Context: an optimization exercise on an open-source flow, tuned for small area, a short achievable clock period and few clock cycles per item. The choices shown serve that exercise and are no tape-out recipe. Where RTL was checked, it was by simulation tests only, not by an equivalence proof against the original. Power is estimated from default activity; no workload was simulated.

==> inputs of try-lagoon <==
==> flow/design.v (excerpt) <==
module time_binned_event_histogram #(
	parameter int MAX_BINS   = tbeh_pkg::MAX_BINS_DEF,
	parameter int COUNT_BITS = tbeh_pkg::COUNT_BITS_DEF
) (
	input  logic                                clk,
	input  logic                                arst_n,
	input  logic                                cfg_we,
	input  logic [tbeh_pkg::CFG_IDX_W-1:0]      cfg_index,
	input  logic [tbeh_pkg::CFG_DATA_W-1:0]     cfg_data,
	input  logic                                in_valid,
	output logic                                in_stall,
	input  logic [tbeh_pkg::OPCODE_W-1:0]       opcode,
	input  logic [tbeh_pkg::TIME_W-1:0]         event_time,
	input  logic                                passes_filter,
	output logic                                out_valid,
	input  logic                                out_stall,
	output logic [tbeh_pkg::BIN_IDX_W-1:0]      bin_index,
	output logic [tbeh_pkg::COUNT_OUT_W-1:0]    local_count,
	output logic [tbeh_pkg::COUNT_OUT_W-1:0]    global_count,
	output logic [tbeh_pkg::COUNT_OUT_W-1:0]    local_peak,
	output logic [tbeh_pkg::COUNT_OUT_W-1:0]    global_peak,
	output logic                                last_bin
);
	localparam int CB = 16;
	localparam logic [CB-1:0] CNT_MAX = '1;
	logic [31:0] start_q;
	logic [31:0] width_q;
	logic [6:0]  n_q;         
	logic        filter_q;
	logic [6:0]  n_wr;
	always_comb begin
		if (cfg_data[6:0] == 7'd0) begin
			n_wr = 7'd1;
		end else if (cfg_data[6:0] > 7'd64) begin
			n_wr = 7'd64;
		end else begin
			n_wr = cfg_data[6:0];
		end
	end
	always_ff @(posedge clk or negedge arst_n) begin
		if (!arst_n) begin
			start_q  <= 32'd0;
			width_q  <= 32'd1;
			n_q      <= 7'd50;
			filter_q <= 1'b0;
		end else begin
			if (cfg_we) begin
				case (cfg_index)
					tbeh_pkg::CFG_START:  start_q  <= cfg_data;
					tbeh_pkg::CFG_WIDTH:  width_q  <= cfg_data;
					tbeh_pkg::CFG_COUNT:  n_q      <= n_wr;
					default:              filter_q <= cfg_data[0];
				endcase
			end
		end
	end
	logic        m_v;
	logic [3:0]  m_opv;       
	logic [3:0]  m_opv_d;
	logic [3:0]  in_opv;
	logic [31:0] m_t;
	logic        m_p;
	logic [8:0]  m_cmp;              
	logic        m_c1, m_c2, m_c3;
	logic        m_k;                
	logic        m_cv;               
	logic [8:0]  cmp;
	logic [8:0]  m_cmp_d;
	logic        m_k_d, m_cv_d;
  ...
==> module tbeh_add, before the edit <==
module tbeh_add #(
	parameter int W = 32
) (
	input  logic [W-1:0] a,
	input  logic [W-1:0] b,
	output logic [W:0]   s
);
	localparam int L = $clog2(W);
	logic [W-1:0] g [L+1];
	logic [W-1:0] p [L+1];
	always_comb begin
		g[0] = a & b;
		p[0] = a ^ b;
		for (int l = 1; l <= L; l++) begin
			g[l] = g[l-1];
			p[l] = p[l-1];
			for (int i = 0; i < W; i++) begin
				if ((i >> (l - 1)) % 2 == 1) begin
					g[l][i] = g[l-1][i] | (p[l-1][i] & g[l-1][((i >> (l - 1)) << (l - 1)) - 1]);
					p[l][i] = p[l-1][i] & p[l-1][((i >> (l - 1)) << (l - 1)) - 1];
				end
			end
		end
		s[0] = p[0][0];
		for (int i = 1; i < W; i++) begin
			s[i] = p[0][i] ^ g[L][i-1];
		end
		s[W] = g[L][W-1];
	end
endmodule
==> module tbeh_cursor, before the edit <==
module tbeh_cursor (
	input  logic        clk,
	input  logic        arst_n,
	input  logic        wr_width,    
	input  logic        clr0,        
	input  logic        shift,       
	input  logic        step,        
	input  logic [31:0] start_time,
	input  logic [31:0] bin_width,
	input  logic [31:0] cmp_time,    
	input  logic [6:0]  bins_used,
	output logic [8:0]  cmp,
	output logic        bounds_busy, 
	output logic        fix_busy,    
	output logic        in_range,    
	output logic        in_range2,   
	output logic        in_range_d,  
	output logic        in_range2_d,
	output logic [6:0]  cursor
);
	logic [6:0]  c_q;
	logic        ir_q, ir2_q;    
	logic [32:0] b_q, b2_q, b3_q;
	logic [32:0] add_s;
	logic [1:0]  fix_q;          
	logic [2:0]  gh, eh, gl;
	logic        half;
	tbeh_add #(.W(32)) u_add (
		.a (b3_q[31:0]),
		.b (bin_width),
		.s (add_s)
	);
	logic [32:0] bnd [3];
	assign bnd[0] = b_q;
	assign bnd[1] = b2_q;
	assign bnd[2] = b3_q;
	for (genvar j = 0; j < 3; j++) begin : g_cmp
		logic ghi, ehi, glo, elo;
		tbeh_gt #(.W(16)) u_hi (.a (cmp_time[31:16]), .b (bnd[j][31:16]), .gt (ghi), .eq (ehi));
		tbeh_gt #(.W(16)) u_lo (.a (cmp_time[15:0]),  .b (bnd[j][15:0]),  .gt (glo), .eq (elo));
		assign cmp[3*j +: 3] = {ghi && !bnd[j][32], ehi && !bnd[j][32], glo};
	end
	assign bounds_busy = wr_width || (fix_q != 2'd0);
	assign fix_busy    = fix_q != 2'd0;
	assign in_range    = ir_q;
	assign in_range2   = ir2_q;
	assign cursor      = c_q;
	assign half = (fix_q == 2'd1) || (fix_q == 2'd2);
	always_ff @(posedge clk or negedge arst_n) begin
		if (!arst_n) begin
			c_q   <= '0;
			b_q   <= 33'd1;
			fix_q <= 2'd3;
		end else begin
			if (wr_width || fix_q == 2'd3) begin
				fix_q <= 2'd1;
			end else if (fix_q == 2'd1) begin
				fix_q <= 2'd2;
			end else begin
				fix_q <= 2'd0;
			end
			if (clr0) begin
				c_q <= '0;
			end else if (step) begin
				c_q <= c_q + 7'd1;
			end
			if (shift) begin
				b_q <= b2_q;
			end
		end
	end
	always_comb begin
		if (clr0) begin
			in_range_d  = 1'b1;
			in_range2_d = bins_used > 7'd1;
		end else if (step) begin
			in_range_d  = ir2_q;
			in_range2_d = (c_q + 7'd2) < bins_used;
		end else begin
			in_range_d  = c_q < bins_used;
			in_range2_d = (c_q + 7'd1) < bins_used;
		end
	end
	always_ff @(posedge clk) begin
		ir_q  <= in_range_d;
		ir2_q <= in_range2_d;
		if (shift || half) begin
			b2_q <= b3_q;
		end
		if (clr0) begin
			b3_q <= {1'b0, start_time};
		end else if (wr_width || fix_q == 2'd3) begin
			b3_q <= b_q;
		end else if (shift || half) begin
			b3_q <= {add_s[32] | b3_q[32], add_s[31:0]};
		end
	end
endmodule
==> flow/config.mk <==
export PLATFORM = sky130hd
export DESIGN_NAME = time_binned_event_histogram
export DESIGN_NICKNAME = time_binned_event_histogram
export VERILOG_FILES = /design/flow/design.v
export SDC_FILE = /design/flow/constraint.sdc
export NUM_CORES = 4
export LEC_CHECK = 0
export ABC_AREA = 1
export CAP_MARGIN = 20
export CORE_MARGIN = 2
export CORE_UTILIZATION = 45
export CTS_CLUSTER_DIAMETER = 60
export CTS_CLUSTER_SIZE = 30
export GPL_ROUTABILITY_DRIVEN = 0
export SETUP_SLACK_MARGIN = 4.3
export SLEW_MARGIN = 20
==> flow/constraint.sdc <==
create_clock -name core_clock -period 7.0 [get_ports {clk}]
set_input_delay 1.4000 -clock core_clock [delete_from_list [all_inputs] [get_ports {clk}]]
set_output_delay 1.4000 -clock core_clock [all_outputs]
set_load 0.01 [all_outputs]
standard.sh (not shown) runs the stock make flow with config.mk's settings and CLKGATE_MAP_FILE= SYNTH_SCRIPT=/design/flow/synth_recipe.tcl, a recipe that flattens the netlist after the stock synthesis.
==> flow/flow/run.sh <==
#!/bin/bash
# The standard layout with two changes: clock tree synthesis adds no dummy loads,
# and the port buffers are buf_2 cells (the default pick is a slower, larger delay
# buffer). Each tool's full output stays in ORFS's own logs under orfs/logs; make's
# output goes to flow_make.log in this folder.
set -euo pipefail
export CTS_ARGS="-sink_clustering_enable -repair_clock_nets -sink_clustering_size 30 -sink_clustering_max_diameter 60 -dont_use_dummy_load"
export BUFFER_PORTS_ARGS="-buffer_cell sky130_fd_sc_hd__buf_2"
bash standard.sh > flow_make.log 2>&1
==> try-harbor (differences from try-lagoon) <==
--- a/flow/design.v
+++ b/flow/design.v
@@ -149,14 +149,15 @@
 	end
 endmodule
 module tbeh_add #(
 	parameter int W = 32
 ) (
 	input  logic [W-1:0] a,
 	input  logic [W-1:0] b,
+	input  logic         cin,
 	output logic [W:0]   s
 );
 	localparam int L = $clog2(W);
 	logic [W-1:0] g [L+1];
 	logic [W-1:0] p [L+1];
 	always_comb begin
 		g[0] = a & b;
@@ -167,19 +168,19 @@
 			for (int i = 0; i < W; i++) begin
 				if ((i >> (l - 1)) % 2 == 1) begin
 					g[l][i] = g[l-1][i] | (p[l-1][i] & g[l-1][((i >> (l - 1)) << (l - 1)) - 1]);
 					p[l][i] = p[l-1][i] & p[l-1][((i >> (l - 1)) << (l - 1)) - 1];
 				end
 			end
 		end
-		s[0] = p[0][0];
+		s[0] = p[0][0] ^ cin;
 		for (int i = 1; i < W; i++) begin
-			s[i] = p[0][i] ^ g[L][i-1];
+			s[i] = p[0][i] ^ (g[L][i-1] | (p[L][i-1] & cin));
 		end
-		s[W] = g[L][W-1];
+		s[W] = g[L][W-1] | (p[L][W-1] & cin);
 	end
 endmodule
 module tbeh_cursor (
 	input  logic        clk,
 	input  logic        arst_n,
 	input  logic        wr_width,    
 	input  logic        clr0,        
@@ -201,19 +202,19 @@
 	logic [6:0]  c_q;
 	logic        ir_q, ir2_q;    
 	logic [32:0] b_q, b2_q, b3_q;
 	logic [32:0] add_s;
 	logic [1:0]  fix_q;          
 	logic [2:0]  gh, eh, gl;
 	logic        half;
-	tbeh_add #(.W(32)) u_add (
-		.a (b3_q[31:0]),
-		.b (bin_width),
-		.s (add_s)
-	);
+	logic [16:0] s_lo, s_hi0, s_hi1;
+	tbeh_add #(.W(16)) u_add_lo  (.a (b3_q[15:0]),  .b (bin_width[15:0]),  .cin (1'b0), .s (s_lo));
+	tbeh_add #(.W(16)) u_add_hi0 (.a (b3_q[31:16]), .b (bin_width[31:16]), .cin (1'b0), .s (s_hi0));
+	tbeh_add #(.W(16)) u_add_hi1 (.a (b3_q[31:16]), .b (bin_width[31:16]), .cin (1'b1), .s (s_hi1));
+	assign add_s = {(s_lo[16] ? s_hi1 : s_hi0), s_lo[15:0]};
 	logic [32:0] bnd [3];
 	assign bnd[0] = b_q;
 	assign bnd[1] = b2_q;
 	assign bnd[2] = b3_q;
 	for (genvar j = 0; j < 3; j++) begin : g_cmp
 		logic ghi, ehi, glo, elo;
 		tbeh_gt #(.W(16)) u_hi (.a (cmp_time[31:16]), .b (bnd[j][31:16]), .gt (ghi), .eq (ehi));
==> flow/flow/run.sh (replaced) <==
#!/bin/bash
# The standard layout, with clock tree synthesis told not to add dummy loads.
# Each tool's full output stays in ORFS's own logs under orfs/logs; make's output
# goes to flow_make.log in this folder.
set -euo pipefail
export CTS_ARGS="-sink_clustering_enable -repair_clock_nets -sink_clustering_size 30 -sink_clustering_max_diameter 60 -dont_use_dummy_load"
bash standard.sh > flow_make.log 2>&1
--- a/flow/config.mk
+++ b/flow/config.mk
@@ -7,10 +7,9 @@
 export LEC_CHECK = 0
 export ABC_AREA = 1
 export CAP_MARGIN = 20
 export CORE_MARGIN = 2
 export CORE_UTILIZATION = 45
 export CTS_CLUSTER_DIAMETER = 60
 export CTS_CLUSTER_SIZE = 30
-export GPL_ROUTABILITY_DRIVEN = 0
-export SETUP_SLACK_MARGIN = 4.3
+export SETUP_SLACK_MARGIN = 4.2
 export SLEW_MARGIN = 20
==> try-pepper (differences from try-lagoon) <==
--- a/flow/design.v
+++ b/flow/design.v
@@ -398,17 +398,14 @@
 	logic [6:0]  cursor;
 	logic        want_step, step, add_done, land, take;
 	logic        wq_full;
 	logic        rd_active_q;
 	logic        rd_all_q;
 	logic        out_free;
 	logic        rd_start;
-	logic        rd_chain;      
-	logic        chain_q;       
-	logic        pk_load;
 	assign is_add = m_opv[tbeh_pkg::OP_ADD];
 	assign is_clr = m_opv[tbeh_pkg::OP_CLEAR];
 	assign is_rd  = m_opv[tbeh_pkg::OP_READ];
 	assign is_nop = m_opv[tbeh_pkg::OP_SPARE];
 	assign clr1 = is_clr && (clrph_q == 2'd0) && !rd_active_q && !fix_busy;
 	assign clr2 = is_clr && (clrph_q != 2'd0);
 	tbeh_cursor u_cursor (
@@ -437,17 +434,16 @@
 	assign gt2       = m_k ? m_c3 : m_c2;
 	assign want_step = add_go && in_range && gt1;
 	assign step      = want_step && !wq_full;
 	assign shift     = step || clr2;
 	assign add_done  = add_go && (!want_step || (step && !(gt2 && in_range2)));
 	assign land      = add_done && (want_step ? in_range2 : in_range);
 	assign take      = !filter_q || m_p;
-	assign rd_start  = is_rd && !chain_q && (!rd_active_q || (rd_all_q && out_free));
-	assign m_done    = is_nop || rd_start || (chain_q && out_free) ||
-		(clr2 && clrph_q == 2'd3) || add_done;
+	assign rd_start  = is_rd && (!rd_active_q || (rd_all_q && out_free));
+	assign m_done    = is_nop || rd_start || (clr2 && clrph_q == 2'd3) || add_done;
 	assign clrph_d = (clr1 || clr2) ? clrph_q + 2'd1 : clrph_q;
 	always_ff @(posedge clk or negedge arst_n) begin
 		if (!arst_n) begin
 			clrph_q <= 2'd0;
 		end else begin
 			clrph_q <= clrph_d;
 		end
@@ -576,67 +572,57 @@
 		.arst_n (arst_n),
 		.wv      (wq_v),
 		.wload   (wq_free),
 		.wbin_in (cursor[5:0]),
 		.wdata   (wq_data),
 		.wdone   (wq_done),
 		.wtap_d  (wq_at_d),
-		.rstart  (rd_start || rd_chain),
+		.rstart  (rd_start),
 		.rnext   (rd_load),
 		.rhit    (rhit),
 		.rdata  (rdata)
 	);
 	logic        out_valid_q;
 	logic [5:0]  oidx_q;
 	logic [CB-1:0] olcnt_q, ogcnt_q, olpk_q, ogpk_q;
 	logic        olast_q;
 	assign out_free = !out_valid_q || !out_stall;
 	assign rd_load  = rd_active_q && !rd_all_q && rhit && out_free;
 	assign rd_last  = {1'b0, rd_i_q} == (n_q - 7'd1);
 	assign rd_word  = ({1'b0, rd_i_q} < cs_q) ? rdata :
 		(({1'b0, rd_i_q} == cs_q) ? accs_q : '0);
-	assign rd_chain    = is_rd && !chain_q && rd_load && rd_last;
-	assign pk_load     = rd_start || (chain_q && out_free);
 	assign rd_active_d = rd_start ? 1'b1 : ((rd_all_q && out_free) ? 1'b0 : rd_active_q);
 	always_ff @(posedge clk or negedge arst_n) begin
 		if (!arst_n) begin
 			rd_active_q <= 1'b0;
 			rd_all_q    <= 1'b0;
-			chain_q     <= 1'b0;
 			out_valid_q <= 1'b0;
 		end else begin
 			rd_active_q <= rd_active_d;
 			if (rd_start) begin
 				rd_all_q <= 1'b0;
-			end else if (rd_load && rd_last && !rd_chain) begin
+			end else if (rd_load && rd_last) begin
 				rd_all_q <= 1'b1;
 			end
-			if (rd_chain) begin
-				chain_q <= 1'b1;
-			end else if (out_free) begin
-				chain_q <= 1'b0;
-			end
 			if (rd_load) begin
 				out_valid_q <= 1'b1;
 			end else if (!out_stall) begin
 				out_valid_q <= 1'b0;
 			end
 		end
 	end
 	always_ff @(posedge clk) begin
-		if (rd_start || rd_chain) begin
+		if (rd_start) begin
 			rd_i_q <= '0;
 			cs_q   <= cursor;
 			accs_q <= {acc_l, acc_g};
-		end else if (rd_load) begin
-			rd_i_q <= rd_i_q + 6'd1;
-		end
-		if (pk_load) begin
 			olpk_q <= lpk;
 			ogpk_q <= filter_q ? gpk : lpk;
+		end else if (rd_load) begin
+			rd_i_q <= rd_i_q + 6'd1;
 		end
 		if (rd_load) begin
 			oidx_q  <= rd_i_q;
 			olcnt_q <= rd_word[2*CB-1:CB];
 			ogcnt_q <= rd_word[CB-1:0];
 			olast_q <= rd_last;
 		end
==> flow/flow/run.sh (replaced) <==
#!/bin/bash
# The standard layout, with clock tree synthesis told not to add dummy loads.
# Each tool's full output stays in ORFS's own logs under orfs/logs; make's output
# goes to flow_make.log in this folder.
set -euo pipefail
export CTS_ARGS="-sink_clustering_enable -repair_clock_nets -sink_clustering_size 30 -sink_clustering_max_diameter 60 -dont_use_dummy_load"
bash standard.sh > flow_make.log 2>&1
==> flow/config.mk (replaced) <==
export PLATFORM = sky130hd
export DESIGN_NAME = time_binned_event_histogram
export DESIGN_NICKNAME = time_binned_event_histogram
export VERILOG_FILES = /design/flow/design.v
export SDC_FILE = /design/flow/constraint.sdc
export NUM_CORES = 4
export LEC_CHECK = 0
export ABC_AREA = 1
export CAP_MARGIN = 20
export CORE_MARGIN = 2
export CORE_UTILIZATION = 60
export CTS_CLUSTER_DIAMETER = 60
export CTS_CLUSTER_SIZE = 30
export SETUP_SLACK_MARGIN = 4.2
export SLEW_MARGIN = 20
==> run notes <==
Worst path slowest cell: try-pepper sky130_fd_sc_hd__dfstp_2; try-harbor sky130_fd_sc_hd__edfxtp_1; try-lagoon sky130_fd_sc_hd__edfxtp_1
Number of multi-input combinational cells in the layout: try-pepper 2557; try-harbor 2627; try-lagoon 2599
Met1 wire length: try-pepper 76100 um; try-harbor 80800 um; try-lagoon 75200 um
Sequential cells: try-pepper 2593; try-harbor 2594; try-lagoon 2594
Gate count of the mapped netlist: try-pepper 5655; try-harbor 5730; try-lagoon 5698
Synthesized-area fraction occupied by xor and xnor cells: try-pepper 0.00773; try-harbor 0.00911; try-lagoon 0.00760
Die Span X: try-pepper 354 um; try-harbor 410 um; try-lagoon 409 um
Worst slew pin tran: try-pepper 851 ps; try-harbor 945 ps; try-lagoon 843 ps
Post-place instance area: try-pepper 0.0770 mm2; try-harbor 0.0779 mm2; try-lagoon 0.0771 mm2
Run status: try-pepper no timing/DRC/antenna violations; try-harbor no timing/DRC/antenna violations; try-lagoon no timing/DRC/antenna violations
Total vias in the final route: try-pepper 39600; try-harbor 40800; try-lagoon 39600
Total combinational power: try-pepper 0.00602 W; try-harbor 0.00669 W; try-lagoon 0.00573 W
Max Clock Freq: try-pepper 335 MHz; try-harbor 334 MHz; try-lagoon 348 MHz
Total standard cell area after synthesis: try-pepper 0.0736 mm2; try-harbor 0.0740 mm2; try-lagoon 0.0738 mm2
Filler cell count: try-pepper 8862; try-harbor 13900; try-lagoon 13900
Routability Congestion: try-pepper 0.880; try-harbor 0.851; try-lagoon -
Skew-Pair Late Insertion Delay: try-pepper 790 ps; try-harbor 790 ps; try-lagoon 810 ps
Post-synthesis cell type count: try-pepper 71; try-harbor 65; try-lagoon 68
Data arrival at the endpoint of the critical path: try-pepper 3480 ps; try-harbor 1590 ps; try-lagoon 1470 ps
Testbench counts of try-lagoon, summed over its fixed seeds: cycles 15,502, items 10,368.
Testbench counts of try-pepper, summed over its fixed seeds: cycles 15,662, items 10,368.
Function not checked in try-harbor: the RTL went through the layout flow alone.

static timing again, ports no longer ideal:
How much do the figures lean on ideal ports? The routed layouts below were timed once more, with nothing changed but the port constraints. Step 1: set_driving_cell puts a clkbuf_16 on clk and a buf_2 on each other input, an assumption about the parent block. Step 2, shift: input delay + t, output delay - t, t = (earliest + latest rising clock arrival at the registers) / 2. This alone moves slack from input paths to output paths. a / b / c = no drivers / after step 1 / after step 2; a / b = the first two.
run	t (ns)	slack for setup (ns)	worst setup path at the end	worst register clock-pin slew, ns
try-lagoon	0.835	4.127 / 4.049 / 3.491	input to register	0.11 / 0.11
try-harbor	0.851	4.006 / 3.922 / 3.468	input to register	0.11 / 0.11
try-pepper	0.829	4.012 / 3.966 / 3.473	input to register	0.10 / 0.10
After both steps setup and hold are still met in every run listed. The setup slack of try-lagoon, which loses most, moves by -0.078 ns with the drivers and by -0.636 ns with both steps.
